From an optimization exercise on the open Yosys and OpenROAD flow, aimed at small area and few clock cycles per item; shortcuts taken in it are not production practice.
No functional check of the RTL was part of any run shown here.

==> flow/design.v (outline; a module is shown in full before it is edited, if it fits) <==
// module fp_mult_pipe: 1640 lines
module fp_mult_pipe #(
   parameter int EXP_W = 8,
   parameter int MAN_W = 23
) (
   input  logic                 clk,
   input  logic                 rst_n,
   input  logic                 in_valid,
   output logic                 in_ready,
   input  logic [EXP_W+MAN_W:0] x,
   input  logic [EXP_W+MAN_W:0] y,
   output logic                 out_valid,
   input  logic                 out_ready,
   output logic [EXP_W+MAN_W:0] result
   ,
   output logic [3:0]           flags
);
  // ...
==> flow/flow/run.sh <==
#!/bin/bash
# Layout flow: the standard ORFS flow (standard.sh) with three changes:
#  - synthesis skips Yosys's generic `abc -fast` pass (synth -noabc), so the full
#    adders written in the RTL reach extract_fa as written;
#  - the final ABC technology mapping uses flow/abc.script (area recovery under a
#    delay target, then gate sizing) instead of ORFS's abc_speed.script;
#  - every port is buffered by a buf_2 instead of the default clkdlybuf4s50_1.
set -euo pipefail
cd "$(dirname "$0")/.."
W=$(pwd)
export FLOW_SYNTH_TCL=$W/synth_recipe.tcl
export FLOW_ABC_SCRIPT=$W/flow/abc.script
export BUFFER_PORTS_ARGS="-buffer_cell sky130_fd_sc_hd__buf_2"
bash standard.sh synth SYNTH_ARGS=-noabc SYNTH_SCRIPT=$W/flow/synth.tcl > synth.log 2>&1
bash standard.sh finish SYNTH_ARGS=-noabc SYNTH_SCRIPT=$W/flow/synth.tcl > layout.log 2>&1
==> flow/flow/abc.script <==
strash
ifraig
dch -f
map -D 5500
topo
stime -c
buffer -c
upsize -c -D 5500
dnsize -c -D 5500
==> flow/flow/synth.tcl <==
# The standard flow's synthesis script (synth_recipe.tcl, sourced below unchanged), with the
# technology-mapping ABC run given our own script (flow/abc.script) in place of
# ORFS's abc_speed.script.  Only the combinational mapping changes; registers are
# mapped before ABC runs and keep their standard-synthesis names and cells.
proc abc {args} {
  set i [lsearch -exact $args -script]
  if { $i >= 0 } {
    lset args [expr {$i + 1}] $::env(FLOW_ABC_SCRIPT)
    puts "flow/synth.tcl: abc -script $::env(FLOW_ABC_SCRIPT)"
  }
  yosys abc {*}$args
}
source $::env(FLOW_SYNTH_TCL)
==> flow/standard.sh <==
#!/bin/bash
# synth_recipe.tcl (not shown) runs the flow's synth.tcl, then flattens the netlist and writes it again
# the make line also repeats each setting of config.mk as NAME=value (left out here)
make -C /OpenROAD-flow-scripts/flow DESIGN_CONFIG=/design/flow/config.mk WORK_HOME=/design/flow/orfs CLKGATE_MAP_FILE= SYNTH_SCRIPT=/design/flow/synth_recipe.tcl "${@:-finish}"
==> flow/config.mk <==
export PLATFORM = sky130hd
export DESIGN_NAME = fp_mult_pipe
export DESIGN_NICKNAME = fp_mult_pipe
export VERILOG_FILES = /design/flow/design.v
export SDC_FILE = /design/flow/constraint.sdc
export NUM_CORES = 4
export LEC_CHECK = 0
export CAP_MARGIN = 20
export CORE_MARGIN = 2
export CORE_UTILIZATION = 40
export CTS_BUF_LIST = sky130_fd_sc_hd__clkbuf_8
export GPL_TIMING_DRIVEN = 0
export SLEW_MARGIN = 20
==> flow/constraint.sdc <==
create_clock -name core_clock -period 7.5 [get_ports {clk}]
set_input_delay 1.5000 -clock core_clock [delete_from_list [all_inputs] [get_ports {clk}]]
set_output_delay 1.5000 -clock core_clock [all_outputs]
set_load 0.01 [all_outputs]
==> summary.txt, run 1 <==
Status
  • Status: no timing/DRC/antenna violations

Finish
  • Non-clock buffer count: roughly 270
  • #MultiIn Comb: ~1,400
  • Most frequent cells in the layout: 262 x xor2_1, 255 x fa_1, 238 x o22ai_1, 163 x inv_1, 130 x nand2_1
  • Seq/total area: under 10%

GRT
  • Busiest grt layer: met2
  • Largest net degree at the start of global routing: 24

Routing
  • ANT nets after route: 0
  • Met3 routed WL: 3980 um
  • Wire per inst: between 20 and 25 um

Yosys
  • Synth Net Count: 2,213
  • Synth top area share: between 30% and 40%
  • Number of synthesized flops with an enable pin: 40
  • Adder-Cell Fraction of Synth Area: a little over two fifths
  • Synthesized flop and latch total: just over 40

Floorplanning
  • IO Pins: ~110
  • Die ar.: ~40,000 um^2

Setup path
  • Crit path max-delay family: adder cells
  • Largest stage delay, worst path: ~600 ps
  • Worst R2R Path Depth: 2
  • Worst Path Required: approximately 7500 ps
  • Nature of the critical path endpoint: flip-flop
  • CP Class: in -> reg

Clocking
  • Sink Count: about 40

Place
  • IO buf count: approximately 100
  • Placed Area: 16,900 um^2

Min path
  • Hold Path Depth: 2
  • HP Class: reg -> reg
  • Hold_sp: v_q$_DFFE_PN0P_

STA
  • Fin crit share: between 90 and 100%
  • Fmax: about 140 MHz
  • Setup TNS: 0 ps
==> run 2, diff against run 1 <==
--- a/flow/design.v
+++ b/flow/design.v
@@ -1595,17 +1595,17 @@
    assign rnd   = msb ? rnd1 : rnd0;
    assign inx   = ph_q[0] | st_q | (msb & ph_q[1]);
    always_comb begin
       ones[0] = 1'b1;
       for (int i = 1; i < SW; i++)
          ones[i] = ones[i-1] & man_n[i-1];
    end
    assign frac = man_n[MAN_W-1:0] ^ ({MAN_W{rnd}} & ones[MAN_W-1:0]);
-   assign cry  = rnd & ones[SW-1] & man_n[SW-1];
+   assign cry  = rnd & (&ph_q[SW:2]) & (msb | ph_q[1]);
    logic [XW-1:0] e_s;
    assign e_s = {1'b0, e_q} + XW'(msb) + XW'(cry);
    assign e_o = e_s[EXP_W-1:0] - BIAS[EXP_W-1:0];
    assign ovf = (e_s >= EMAX + BIAS);
    assign unf = (e_s <= BIAS);
    logic [W-1:0] r_d;
    logic [3:0]   f_d;
    always_comb begin
==> summary.txt, run 2 <==
Finish
  • Final Net Count: about 2,400
  • Max reg flops: 26
  • Area Growth Syn to Fin: 14.9%
  • Most frequent cells in the layout: 257 x fa_1, 256 x xor2_1, 236 x o22ai_1, 176 x inv_1, 125 x nand2_1
  • Fin area: roughly 18,000 um^2
  • Non-filler instance count after layout: ~2,400
  • Most common cell after layout, fill and taps aside: fa_1
  • Layout cell share with drive strength beyond 1: approximately 16%
  • Top reg by flops: ph_q
  • Top flop regs: ph_q: 26 flops, e_q: 9 flops, sc_q: 2 flops

Yosys
  • Synth top cells by count: 273 x xor2_1, 259 x fa_1, 245 x o22ai_1, 190 x inv_1, 131 x nand2_1
  • Top-count cell post-synth: xor2_1
  • Post-synthesis sequential area ratio: 7.81%
  • Synth Net Count: 2,211 (-0.090%)
  • Number of synthesized flops with an enable pin: 40 (unchanged)
  • Post-Synthesis Cells: between 1,500 and 2,000
  • Synth top area share: 33.0% (-0.095 points)
  • Synth area leaders: fa_1 33%, xor2_1 15%, o22ai_1 9.8%
  • Cell area after synthesis: around 16,000 um^2
  • Syn Area/Cell: 8.85 um^2
  • Synthesized flop and latch total: 41 (unchanged)
  • Top_reg_cell synth: edfxtp_1
  • Warning count from the yosys run: 1
  • Post-synth ARST share: roughly 2.4%
  • Cell accounting for the most synthesized area: fa_1
  • Netlist cell types: 40

GRT
  • Global route overflow: 0
  • Antenna violations before repair: 2
  • Vias in the first global route: approximately 15,000
  • Largest net degree at the start of global routing: 36 (+50%)
  • All-Layer GR Usage: 28.3%
  • First-pass GRT wire length: between 80,000 and 90,000 um

Run
  • Max Cap Violations: 0

Place
  • Placed Area: 16,900 um^2 (+0.22%)
  • GPL Wtd Cong: a little under 1
  • DP HPWL: ~49,000 um
  • IO buf count: 103 (-0.96%)
  • # placed instances: between 2,000 and 2,500

Clocking
  • Skew-Pair Late Insertion Delay: ~310 ps
  • Clock root buffer: clkbuf_8
  • Clk pin slew, worst setup/hold paths: 90 ps
  • CTS tree: built
  • CTS HTree Levels: 2
  • Total CTS buffers: 5
  • Sink Count: 41 (unchanged)
  • Clock Tree Buf Depth: 2
  • Hold_buf cts: 0

Routing
  • First DRT Iteration DRCs: roughly 1,000
  • ANT nets after route: 0 (unchanged)
  • Vias per cell: a little under 6
  • # DRC: 0
  • Drt pass-1 iters: 5
  • Routed WL: 57,900 um
  • Wire per inst: 23.8 um (+6.6%)
  • DR vias: 14,200

STA
  • Setup TNS: 0 ps (unchanged)
  • Setup violations, final: 0
  • Measured slew at the worst slew-check pin: between 1000 and 1500 ps
  • Clock skew: ~20 ps
  • Fin crit share: 98.1% (+1.6 points)
  • Final hold vios: 0
  • Slew Limit Fails: 0
  • Rel. slew slack: 23.6%
  • Crit path time final: 7350 ps
  • RSZ-0062 raised after global routing: yes
  • Fmax: 136 MHz (-1.7%)

Status
  • Status: no timing/DRC/antenna violations

Setup path
  • FF-to-FF Start: v_q$_DFFE_PN0P_
  • Crit path launch: y[6]
  • Worst Path Required: 7550 ps (about the same)
  • CP Launch Type: input port
  • CP Max Fanout: 5
  • Reg2Reg Setup Slack: between 6000 and 7000 ps
  • CP arrival: roughly 7400 ps
  • Nature of the critical path endpoint: flip-flop
  • CP Class: in -> reg

Floorplanning
  • Die ar.: 40,800 um^2 (+0.28%)
  • IO Pins: 106 (unchanged)
  • Initial core utilization: 40.6%
  • Site Rows: a little over 70
  • Core Region: slightly below 40,000 um^2
  • Die width: approximately 200 um
  • Die height: about 200 um

Min path
  • Hold_sp: v_q$_DFFE_PN0P_
  • HP Class: reg -> reg
run 2: changes by cell type after synthesis, sizes merged, moves of 6 or more:
cell / before / now
nand4: 11 / 17
inv: 191 / 197
nand2: 150 / 131
o211ai: 2 / 9
nor2: 104 / 83
o21ai: 56 / 81
nor3: 25 / 19
run 2: worst paths after layout:
path	to	cells past startpoint
min in group asynchronous	v_q$_DFFE_PN0P_	1
hold reg to reg	v_q$_DFFE_PN0P_	2
setup / recovery	ph_q[23]$_DFFE_PP_	27
max in group asynchronous	v_q$_DFFE_PN0P_	1
setup reg to reg	ph_q[1]$_DFFE_PP_	2
hold / removal	v_q$_DFFE_PN0P_	2
run 2: repair_timing:
item	4_1_cts	5_1_grt
setup endpoints to repair	26	13
buffers inserted	33	13
pin swaps	12	11
cloned	0	0
resized for setup	126	133
run 2: area by class of cell:
type                            count  area, um^2
Tap cell                          518         648
Clock buffer                        5        68.8
Sequential cell                    41        1230
Clock inverter                      3        43.8
Fill cell                        3789       20600
Timing Repair Buffer              150         912
Multi-Input combinational cell   1429       13700
Antenna cell                        1        2.50
Buffer                             87         592
Inverter                          200         790
run 2: worst max-delay path: stages:
cell	delay (ps)
buf_2	170
ha_1	230
nor2_4	170
buf_6	160
xor2_1	220
o22ai_1	140
fa_1	600
fa_1	460
fa_1	580
fa_1	450
fa_1	610
ha_4	250
a21oi_4	160
nor3_2	60
a211oi_2	200
buf_4	160
nor2_1	50
nor2_2	150
o21ai_2	70
nand2_1	110
nand3_4	130
nand2_1	90
nand3_1	110
a21oi_2	180
o21bai_1	100
a21oi_1	180
xnor2_1	90
run 2: cells by family after synthesis:
logic type	share of synthesized area, %
buffers and inverters	7.27
and+or+nand+nor	8.17
AOI/OAI and AO/OA	17.1
xor gates and xnor gates	17.8
adders and majority gates	41.8
DFF	7.81
run 2: metrics by stage:
step                worst slack [ps]  utilization (%)  hold WS, ps
detailed placement             -1820             43.7          684
global placement               -1690             43.7         1280
CTS                             15.8             45.5          705
floorplan                       26.4                -         1200
finish                           145             46.7          679
global route                    -105             46.6          739
run 2: per-layer routing:
layer,track usage [%],vias to the layer above,wire length [um]
met5,0,-,0
met4,13.7,0,2930
met3,3.61,161,3930
met2,48.5,607,27700
met1,35.5,7105,23400
li1,-,6363,-

-- re-timing with driven ports --
The flow's constraints put no driver on any port. The routed layouts listed below were extracted and timed again, unchanged, in two steps.
Step 1 sets driving cells, clkbuf_16 on the clock port and buf_2 on the other inputs (assumed; they add their load-dependent delay and slew).
Step 2 moves the port delays by t, midway between the first and last clock arrival at a register: inputs arrive t later, outputs are due t later. That takes back most of the time a late clock gives input paths.
a / b / c = ideal / step 1 / step 2; a / b = the first two.
run | t, ns | setup slack, ns | hold slack, ns | pins driven straight from the clock port
run 1 | 0.324 | 0.268 / 0.278 / -0.046 | 0.883 / 0.883 / 0.883 | 1
run 2 | 0.330 | 0.145 / 0.155 / -0.175 | 0.679 / 0.679 / 0.679 | 1
Met with ideal ports but missed after step 2: setup timing in run 1 and run 2. For run 2, which loses most, drivers alone change the setup slack by +0.010 ns; drivers and shift together by -0.320 ns.
